Context: an optimization exercise on an open-source flow, tuned for small area, a short achievable clock period and few clock cycles per item. The choices shown serve that exercise and are no tape-out recipe.
The RTL was checked by simulation tests, not by an equivalence proof against the original design.

==> flow/design.v, too long to show whole: its modules and the start of the top module <==
// module real_mul_pre: 220 lines
// module real_mul_mid: 2876 lines
// module real_mul_fin: 426 lines
// module real_mul_arbiter: 101 lines
module real_mul_arbiter #(
  parameter  int N_REQ = 4,
  localparam int ID_W  = $clog2(N_REQ)
) (
  input  logic                  clk,
  input  logic                  rst,
  input  logic [N_REQ-1:0]      req_valid,
  output logic [N_REQ-1:0]      req_ready,
  input  logic [real_mul_arbiter_pkg::OP_W*N_REQ-1:0] req_op1,
  input  logic [real_mul_arbiter_pkg::OP_W*N_REQ-1:0] req_op2,
  output logic                  rsp_valid,
  input  logic                  rsp_ready,
  output logic [ID_W-1:0]       rsp_id,
  output logic [real_mul_arbiter_pkg::OP_W-1:0] rsp_result,
  output logic                  busy,
  output logic [real_mul_arbiter_pkg::CNT_W-1:0] ops_done
);
  // ...
==> flow/run.sh <==
#!/bin/bash
# synth_recipe.tcl (not shown) runs the flow's synth.tcl, then flattens the netlist and writes it again
# the make line also repeats each setting of config.mk as NAME=value (left out here)
make -C /OpenROAD-flow-scripts/flow DESIGN_CONFIG=/design/flow/config.mk WORK_HOME=/design/flow/orfs CLKGATE_MAP_FILE= SYNTH_SCRIPT=/design/flow/synth_recipe.tcl finish
==> flow/config.mk <==
export PLATFORM = sky130hd
export DESIGN_NAME = real_mul_arbiter
export DESIGN_NICKNAME = real_mul_arbiter
export VERILOG_FILES = /design/flow/design.v
export SDC_FILE = /design/flow/constraint.sdc
export NUM_CORES = 4
export LEC_CHECK = 0
export CAP_MARGIN = 20
export CORE_MARGIN = 2
export CORE_UTILIZATION = 40
export SLEW_MARGIN = 20
==> flow/constraint.sdc <==
create_clock -name core_clock -period 10.5 [get_ports {clk}]
set_input_delay 2.1000 -clock core_clock [delete_from_list [all_inputs] [get_ports {clk}]]
set_output_delay 2.1000 -clock core_clock [all_outputs]
set_load 0.01 [all_outputs]
==> impl_metrics.ini, run 1 <==
[outcome]
status = finished clean

[synth]
synthArstFlopShare_pct = 12.03
synth_compound_area_share_pct = 19.77
synth-simple-area-share_pct = 7.925
yosysWarnings = 2

[setup_path]
setup.worst_path.start_class = flip-flop
path_depth = 11
r2r_setup_slack_ps = 3200
crit_path_end = rsp_result[35]
critPathLaunch = mid_q[44]

[placed_design]
gp_congestion = 0.9774

[grt]
antenna_found_initial = 36
track_usage_pct = 31.98
globalRouteMet1Util_pct = 39.59
grt_max_degree = 157

[floorplanning]
n_tap_cell = 1414
pin_count = 607

[cells_and_area]
n_all_inverters = 673
layout_commonest_cell = a22oi_1

[clocking]
clkLatencyLatePin_ps = 590
numCtsBuffers = 34
holdBufCountCts = 0
cts_buffer_depth = 3

[drt]
post_drt_wl_per_cell_um = 27.69
m1WireLength_um = 69290
vias_per_cell = 5.862
drc = 0

[timing]
final-setup-viol-count = 0
worst_pin_slew_ps = 1225
holdWs_ps = 417.6
fin_crit_sh_pct = 73.18

[power_and_ir_drop]
Testbench counts, summed over its fixed seeds: cycles 3,216, items 3,200.
==> run 2: changes to the inputs <==
--- a/flow/config.mk
+++ b/flow/config.mk
@@ -10,2 +10,3 @@
 export CORE_UTILIZATION = 40
+export SETUP_SLACK_MARGIN = 4.0
 export SLEW_MARGIN = 20
==> impl_metrics.ini, run 2 <==
[outcome]
status = finished clean

[cells_and_area]
largest_register_ffs = 148
regMostFlops = pre_q
area_delta_synth_final_pct = 22.94
multiInputGateArea_um2 = 32250
layout_commonest_cell = a22oi_1
layout.nets = 6504
fillCellCount = 10144
reg_top3 = pre_q x148, mid_q x86, ops_done x16
most-common-layout-cells = 709 x a22oi_1, 660 x inv_1, 589 x clkdlybuf4s50_1
drive_gt1_share_pct = 7.678
postLayoutCoreUtil_pct = 49.41
ff_latch_area_um2 = 7844

[synth]
yosysWarnings = 2
synth_commonest_cells = 717 x a22oi_1, 663 x inv_1, 500 x fa_1
synth_most_common_cell = a22oi_1
yosysTopAreaCell = fa_1
synth_seq_cells = 266
synth_seq_area_share_pct = 17.95
postSynthCellCount = 4731
ys_types = 86
syn_nets = 5997
synthArstFlopShare_pct = 12.03
syn_area_per_cell_um2 = 9.220
yosysTopAreaCellShare_pct = 22.95
netlist_area_um2 = 43620
synth-main-ff-cell = edfxtp_1
synth_edf_count = 234
synth_area_leaders = fa_1 23%, edfxtp_1 16%, a22oi_1 12%

[hold_path]
hold_start = pre_q[68]
whs_path_depth = 0
hold_path.class = reg2reg
min_to = mid_q[37]

[setup_path]
slowest_delay_ps = 560
worst_r2r_path_depth = 19
cp.required_ps = 8400
rr_startpoint = pre_q[12]
reg2reg_to = mid_q[23]
criticalPathCategory = reg2out
crit_arrival_ps = 4290
crit_path_end_kind = primary output
crit_fanout = 9
critPathLaunch = mid_q[51]
slowest_stage = or4_4
r2r_setup_slack_ps = 4210
cp_common_cell = nand2_2
setup.worst_path.start_class = flip-flop
crit_chain = nand2_2 -> or4_4 -> or3b_4 -> nor3_4 -> a31oi_4 -> nor2_2 -> nand2_2 -> nand2_1 -> nor2_1 -> a21o_1 -> clkdlybuf4s50_1

[drt]
drt-initial-drc-count = 4108
vias = 39170
post_drt_wl_per_cell_um = 27.22
vias_per_cell = 5.848
routed_wl_um = 182300
dr.pass1.iters = 7
drtAntennaViolNets = 0
drc = 0

[floorplanning]
die_w_um = 334.2
initial_core_util_pct = 40.19
rows = 121
die_h_um = 334.2
pin_count = 607
die_area_um2 = 111700
fp.coreArea_um2 = 108600

[timing]
grt_setup_unrepaired = yes
final-setup-viol-count = 0
fmax_mhz = 156.6
fin_tns_setup_ps = 0
worst_slack_ps = 4114
hold_viol = 0
min_period_ps = 6386
fin_crit_sh_pct = 60.81
maxSlewHeadroom_pct = 20.91
finClkSkew_ps = 14.67
report.final.slew_viol_count = 0
worst_pin_slew_ps = 1186

[flow_run]
cap_violations = 0

[grt]
grt_pass1_vias = 38363
antenna_found_initial = 39
grt_first_pass_wirelength_um = 263000
gr-total-overflow = 0
grt_max_degree = 156
track_usage_pct = 31.83

[placed_design]
portBuffers = 606
gp_congestion = 0.9737
place_ws_ps = 3153
dp_hpwl_um = 137200

[clocking]
numCtsBuffers = 31
cts.clk_slew.worst_paths_ps = 60
cts_buffer_depth = 3
ctsRootBufferMaster = clkbuf_16
h-tree-depth = 1
holdBufCountCts = 0
clock_sinks = 266
cts_tree = built
clkLatencyLatePin_ps = 620
## run 2: cell counts after synthesis
Identical to the previous run, type by type.
## run 2: critical path, delay by kind of cell, from the launching register on
family	cells	cell delay, ps
AND/OR/NAND/NOR	8	2310
buffers and inverters	1	550
flip-flops	1	370
AO/OA/AOI/OAI	2	420
## run 2: worst max path at each step
stage	to	slack, ps	cells after the start
after floorplan	mid_q[68]	4020	21
after global placement	mid_q[16]	3350	19
after detailed placement	mid_q[16]	3150	19
after CTS	rsp_result[40]	4000	12
after global routing	rsp_result[36]	3960	12
final	rsp_result[54]	4110	11
## run 2: through the flow
step / cell area [um^2] / instances / hold slack [ps]
after global routing: 53610 / 6688 / 418.6
after CTS: 52980 / 6639 / 416.3
after detailed placement: 50990 / 6505 / 404.5
final: 53630 / 6698 / 416.5
after floorplan: 43630 / 4731 / 400.3
after global placement: 50980 / 6504 / 400.9
## run 2: logic make-up (layout without fill, tap and decap cells)
kind of cell	Yosys count	in the layout	share of synthesized area [%]
simple gates	720	721	7.925
xor+xnor	718	718	14.42
other cells	0	22	0
buf+inv	1033	1563	8.938
flops	266	266	17.95
fa+ha+maj	747	747	30.03
mux	39	39	0.9752
compound gates	1208	1208	19.77
## run 2: layer usage
metal / routed length (um) / global-route usage [%]
met3: 17460 / 6.529
met2: 83690 / 51.30
met1: 68740 / 39.74
met5: 129 / 0.2171
met4: 12310 / 18.03
## run 2: final cells by class
cell class	instances	area share, %
repair buffers	833	15.10
well taps	1414	3.299
diodes	22	0.1027
clock inverters	24	0.4993
multi-input cells	3433	60.13
inverters	673	4.759
clock buffers	33	1.479
flip-flops and latches	266	14.63
## run 2: repair_timing
| action | in CTS | in global routing |
|---|---|---|
| pin swaps | 9 | 10 |
| endpoints found under the setup margin | 93 | 63 |
| cloned | 1 | 0 |
| gates resized for setup | 64 | 78 |
| setup buffers | 76 | 36 |
| hold endpoints to repair | 0 | 0 |
==> run 3: changes to the inputs <==
==> flow/flow/run.sh (new file) <==
#!/bin/bash
# The standard layout (the standard.sh, unchanged synthesis and steps), except that the
# port buffers that global placement inserts on every input and output are plain buf_2 cells
# instead of the delay cells buffer_ports picks by default.
set -euo pipefail
export BUFFER_PORTS_ARGS="-buffer_cell sky130_fd_sc_hd__buf_2"
bash standard.sh > standard_flow.log 2>&1
==> flow/standard.sh (new file) <==
#!/bin/bash
# synth_recipe.tcl (not shown) runs the flow's synth.tcl, then flattens the netlist and writes it again
# the make line also repeats each setting of config.mk as NAME=value (left out here)
make -C /OpenROAD-flow-scripts/flow DESIGN_CONFIG=/design/flow/config.mk WORK_HOME=/design/flow/orfs CLKGATE_MAP_FILE= SYNTH_SCRIPT=/design/flow/synth_recipe.tcl "${@:-finish}"
--- a/flow/config.mk
+++ b/flow/config.mk
@@ -10,3 +10,2 @@
 export CORE_UTILIZATION = 40
-export SETUP_SLACK_MARGIN = 4.0
 export SLEW_MARGIN = 20
removed: flow/run.sh
==> impl_metrics.ini, run 3 <==
[synth]
yosysWarnings = 2
synthArstFlopShare_pct = 12.03
yosysTopAreaCell = fa_1
synth_area_leaders = fa_1 23%, edfxtp_1 16%, a22oi_1 12%
synthMuxAreaShare_pct = 0.9752
synth-main-ff-cell = edfxtp_1
synth_fa_ha_area_share_pct = 30.03
synth-simple-area-share_pct = 7.925
synth_top_family_by_area = adder cells
yosysTopAreaCellShare_pct = 22.95
synth_xor_area_share_pct = 14.42
postSynthCellCount = 4731
netlist_area_um2 = 43620
ys_types = 86
synth_edf_count = 234
synth_compound_area_share_pct = 19.77
synth_seq_cells = 266
synth_seq_area_share_pct = 17.95
synth_commonest_cells = 717 x a22oi_1, 663 x inv_1, 500 x fa_1
synth_most_common_cell = a22oi_1
syn_area_per_cell_um2 = 9.220
syn_nets = 5997

[hold_path]
whs_path_depth = 0
hold_start = pre_q[141]
min_to = mid_q[79]
hold_path.class = reg2reg

[cells_and_area]
postLayoutCoreUtil_pct = 45.39
area_delta_synth_final_pct = 12.96
reg_top3 = pre_q x148, mid_q x86, ops_done x16
fin_cells = 6641
most-common-layout-cells = 717 x a22oi_1, 662 x inv_1, 606 x buf_2
layout_commonest_cell = a22oi_1
layout.nets = 6404
regMostFlops = pre_q
largest_register_ffs = 148
drive_gt1_share_pct = 16.30
fillCellCount = 10501
final_area_um2 = 49270

[timing]
final-setup-viol-count = 0
report.final.slew_viol_count = 0
grt_setup_unrepaired = no
fin_crit_sh_pct = 70.24
fin_tns_setup_ps = 0
maxSlewHeadroom_pct = 18.60
worst_pin_slew_ps = 1221
holdWs_ps = 416.0
finClkSkew_ps = 35.31
min_period_ps = 7375
fmax_mhz = 135.6
worst_slack_ps = 3125
hold_viol = 0

[setup_path]
cp.required_ps = 10820
crit_fanout = 24
crit_path_end_kind = flip-flop
rr_startpoint = pre_q[27]
crit_arrival_ps = 7690
crit_chain = a22oi_1 -> xnor2_1 -> fa_1 -> fa_1 -> fa_1 -> fa_1 -> fa_1 -> inv_1 -> ha_1 -> a211oi_1 -> nor2_1 -> o21ai_0 -> nor4bb_1 -> a21oi_1 -> a21oi_1 -> o21bai_1 -> a2111oi_0 -> nor3_1 -> xor2_1
setup.worst_path.start_class = flip-flop
cp_common_cell = fa_1
reg2reg_to = mid_q[16]
slowest_stage = edfxtp_1
slowest_delay_ps = 1160
criticalPathCategory = reg2reg
worst_r2r_path_depth = 19
r2r_setup_slack_ps = 3120

[drt]
vias_per_cell = 5.855
drt-initial-drc-count = 4149
routed_wl_um = 181300
vias = 38880
dr.pass1.iters = 6
drc = 0
drtAntennaViolNets = 0
post_drt_wl_per_cell_um = 27.29

[clocking]
cts_tree = built
numCtsBuffers = 34
clkLatencyLatePin_ps = 600
clock_sinks = 266
cts_resized = 0
holdBufCountCts = 0
cts.clk_slew.worst_paths_ps = 60
ctsRootBufferMaster = clkbuf_16
cts_buffer_depth = 3
cts_setup_buffers = 0
h-tree-depth = 2

[placed_design]
place_ws_ps = 3246
dp_cells = 6515
dpl_cell_area_um2 = 48010
gp_congestion = 1.000
dp_hpwl_um = 138900
portBuffers = 606

[grt]
grt_max_degree = 119
track_usage_pct = 31.79
gr-total-overflow = 0
grt_pass1_vias = 38085
antenna_found_initial = 62
grt_first_pass_wirelength_um = 261100

[floorplanning]
fp.coreArea_um2 = 108600
initial_core_util_pct = 40.19
pin_count = 607
rows = 121
die_area_um2 = 111700
die_h_um = 334.2
die_w_um = 334.2

[flow_run]
cap_violations = 0

[outcome]
status = finished clean
-- run 3: final cells by class --
| cell class | instances | area [um^2] | area share [%] |
|---|---|---|---|
| multi-input cells | 3432 | 31900 | 64.74 |
| clock buffers | 39 | 869.6 | 1.765 |
| well taps | 1414 | 1769 | 3.590 |
| inverters | 673 | 2534 | 5.142 |
| flip-flops and latches | 266 | 7844 | 15.92 |
| diodes | 68 | 170.2 | 0.3453 |
| repair buffers | 731 | 3975 | 8.067 |
| clock inverters | 18 | 212.7 | 0.4317 |
-- run 3: worst max-delay path by stage --
stage / to / start / slack (ps)
after detailed placement: mid_q[16] / pre_q[37] / 3250
after floorplan: s1_id[1] / rsp_ready / 2940
after global routing: mid_q[16] / pre_q[37] / 2630
final: mid_q[16] / pre_q[27] / 3120
after CTS: mid_q[16] / pre_q[37] / 3210
after global placement: mid_q[16] / pre_q[20] / 3360
-- run 3: cell families after synthesis --
logic type	count (synthesis)
and+or+nand+nor	720
AOI/OAI and AO/OA	1208
buffers and inverters	1033
adders and majority gates	747
muxes	39
xor gates and xnor gates	718
DFF	266
-- run 3: metal layers --
metal / GRT usage [%] / vias up / share of wire (%)
met5: 0 / - / 0.013
met4: 23.72 / 4 / 8.7
met3: 6.204 / 363 / 9.5
met2: 49.08 / 2215 / 44
met1: 39.49 / 19184 / 37
li1: - / 17114 / -
-- run 3: critical path: cells and delay by family (launching register included) --
| family | cells | cell delay (ps) |
|---|---|---|
| flops | 1 | 1160 |
| buf+inv | 1 | 40 |
| compound gates | 7 | 1870 |
| fa+ha+maj | 6 | 2910 |
| simple gates | 3 | 670 |
| xor+xnor | 2 | 440 |
==> run 4: changes to the inputs <==
--- a/flow/config.mk
+++ b/flow/config.mk
@@ -10,2 +10,3 @@
 export CORE_UTILIZATION = 40
+export SETUP_SLACK_MARGIN = 5.0
 export SLEW_MARGIN = 20
==> impl_metrics.ini, run 4 <==
[clocking]
cts.clk_slew.worst_paths_ps = 70
cts_tree = built
holdBufCountCts = 0
cts_buffer_depth = 3
numCtsBuffers = 30
clkLatencyLatePin_ps = 620
h-tree-depth = 1
clock_sinks = 266
ctsRootBufferMaster = clkbuf_16

[hold_path]
hold_path.class = reg2reg

[grt]
track_usage_pct = 30.37
use_met2_pct = 46.56
grt_max_degree = 89
antenna_found_initial = 28
grt.met3_usage_pct = 9.335
grt_busiest_layer = met2
grt_pass1_vias = 39440
grt_first_pass_wirelength_um = 255600
globalRouteMet1Util_pct = 40.40
gr-total-overflow = 0

[setup_path]
cp.required_ps = 10850
crit_family = adder cells
crit_chain = buf_4 -> a22oi_1 -> xnor2_1 -> fa_1 -> fa_1 -> fa_1 -> inv_1 -> fa_1 -> ha_1 -> a21o_1 -> a21o_1 -> a21o_1 -> a221o_1 -> a221oi_2 -> nand2_2 -> a221o_1 -> a41o_1 -> nor2_2 -> xnor2_1
slowest_delay_ps = 570
worst-path-buf-inv = 2
criticalPathCategory = reg2reg
crit_path_end_kind = flip-flop
setup.worst_path.start_class = flip-flop
slowest_stage = fa_1
cp_common_cell = fa_1
crit_arrival_ps = 6450
crit_fanout = 25

[synth]
syn_area_per_cell_um2 = 9.220
yosysWarnings = 2
netlist_area_um2 = 43620
synth_area_leaders = fa_1 23%, edfxtp_1 16%, a22oi_1 12%
synth_commonest_cells = 717 x a22oi_1, 663 x inv_1, 500 x fa_1
syn_nets = 5997
synth_most_common_cell = a22oi_1
synth_seq_cells = 266
ys_types = 86
synth_seq_area_share_pct = 17.95
synth-main-ff-cell = edfxtp_1
postSynthCellCount = 4731
synth_edf_count = 234
synthArstFlopShare_pct = 12.03
yosysTopAreaCellShare_pct = 22.95
yosysTopAreaCell = fa_1

[timing]
grt_setup_unrepaired = yes
worst_pin_slew_ps = 1080
report.final.slew_viol_count = 0
hold_viol = 0
finClkSkew_ps = 16.55
worst_slack_ps = 4405
final-setup-viol-count = 0
fmax_mhz = 164.1
fin_crit_sh_pct = 58.05
fin_tns_setup_ps = 0
min_period_ps = 6095
maxSlewHeadroom_pct = 27.98

[cells_and_area]
most-common-layout-cells = 644 x inv_1, 632 x a22oi_1, 581 x buf_2
postLayoutCoreUtil_pct = 50.37
largest_register_ffs = 148
reg_top3 = pre_q x148, mid_q x86, ops_done x16
fillCellCount = 9946
regMostFlops = pre_q
drive_gt1_share_pct = 26.45
layout.nets = 6626
multiInputGateArea_um2 = 34250
layout_commonest_cell = inv_1
ff_latch_area_um2 = 7844
area_delta_synth_final_pct = 25.35

[floorplanning]
fp.coreArea_um2 = 108600
die_h_um = 334.2
initial_core_util_pct = 40.19
pin_count = 607
die_w_um = 334.2
rows = 121
die_area_um2 = 111700

[drt]
dr.pass1.iters = 6
drt-initial-drc-count = 4127
drtAntennaViolNets = 0
routed_wl_um = 177000
post_drt_wl_per_cell_um = 25.94
vias = 40195
drc = 0
vias_per_cell = 5.893

[outcome]
status = finished clean

[placed_design]
gp_congestion = 0.8981
place_ws_ps = 3709
dp_hpwl_um = 123000
portBuffers = 606

[flow_run]
cap_violations = 0
[run 4: path summary, 6_finish.rpt]
check                      startpoint  slack, ps  cells after the start         to
setup reg to reg            pre_q[76]       4400                     19  mid_q[63]
hold reg to reg            pre_q[147]        420                      0  mid_q[85]
max in group asynchronous         rst       8710                      1     sel[2]
hold / removal             pre_q[147]        420                      0  mid_q[85]
setup / recovery            pre_q[76]       4400                     19  mid_q[63]
min in group asynchronous         rst       1440                      1  rsp_id[1]
[run 4: what timing repair did]
item                                    in CTS  in global routing
gates cloned                                16                  6
endpoints found under the setup margin     120                113
resized for setup                          333                264
pin swaps                                  124                164
buffers inserted                           151                 59
[run 4: cell type report]
type / instances / share of cell area [%]
clock inverter: 23 / 0.5698
inverter: 673 / 4.707
sequential: 266 / 14.34
tap: 1414 / 3.235
antenna: 24 / 0.1098
timing repair buffer: 951 / 12.96
multi-input combinational: 3438 / 62.64
clock buffer: 32 / 1.426
[run 4: metrics by stage]
step / instance area (um^2) / std cells / hold WS, ps
floorplan: 44940 / 4731 / 400.3
global placement: 48560 / 6509 / 400.2
detailed placement: 48570 / 6510 / 404.5
CTS: 52820 / 6732 / 419.9
global route: 54640 / 6805 / 424.7
finish: 54680 / 6821 / 419.7
[run 4: logic make-up after synthesis]
logic type                 after synthesis  share of synthesized area, %
xor gates and xnor gates               718                         14.42
buffers and inverters                 1033                         8.938
adders and majority gates              747                         30.03
AOI/OAI and AO/OA                     1208                         19.77
DFF                                    266                         17.95
muxes                                   39                        0.9752
and+or+nand+nor                        720                         7.925
[run 4: metal layers]
| metal | vias up | wire length (um) |
|---|---|---|
| li1 | 17539 | - |
| met1 | 19788 | 69920 |
| met5 | - | 203 |
| met4 | 18 | 7083 |
| met2 | 2421 | 78320 |
| met3 | 429 | 21430 |

separate check: timing with driven ports:
The results above use ideal ports. As a check the final layouts listed here were re-extracted and re-timed, cells and wires unchanged.
Step 1 assumes that a clkbuf_16 drives the clock port and a buf_2 every other input.
Step 2, shift: input delay + t, output delay - t, t = (earliest + latest rising clock arrival at the registers) / 2. This alone moves slack from input paths to output paths.
Slacks: no drivers / after step 1 / after step 2; pairs: no drivers / after step 1.
run | shift t [ns] | setup slack, ns | latest minus earliest clock arrival (ns) | slew at the worst register clock pin (ns) | pins driven straight from the clock port
run 1 | 0.655 | 2.816 / 2.741 / 3.204 | 0.031 / 0.031 | 0.07 / 0.07 | 1
run 2 | 0.699 | 4.114 / 4.032 / 4.040 | 0.017 / 0.016 | 0.07 / 0.07 | 1
run 3 | 0.655 | 3.125 / 3.115 / 3.125 | 0.036 / 0.035 | 0.07 / 0.07 | 1
run 4 | 0.684 | 4.405 / 4.379 / 4.405 | 0.019 / 0.019 | 0.08 / 0.08 | 1
After both steps every run listed still meets setup and hold. The setup slack of run 2, which loses most, moves by -0.082 ns with the drivers and by -0.074 ns with both steps.
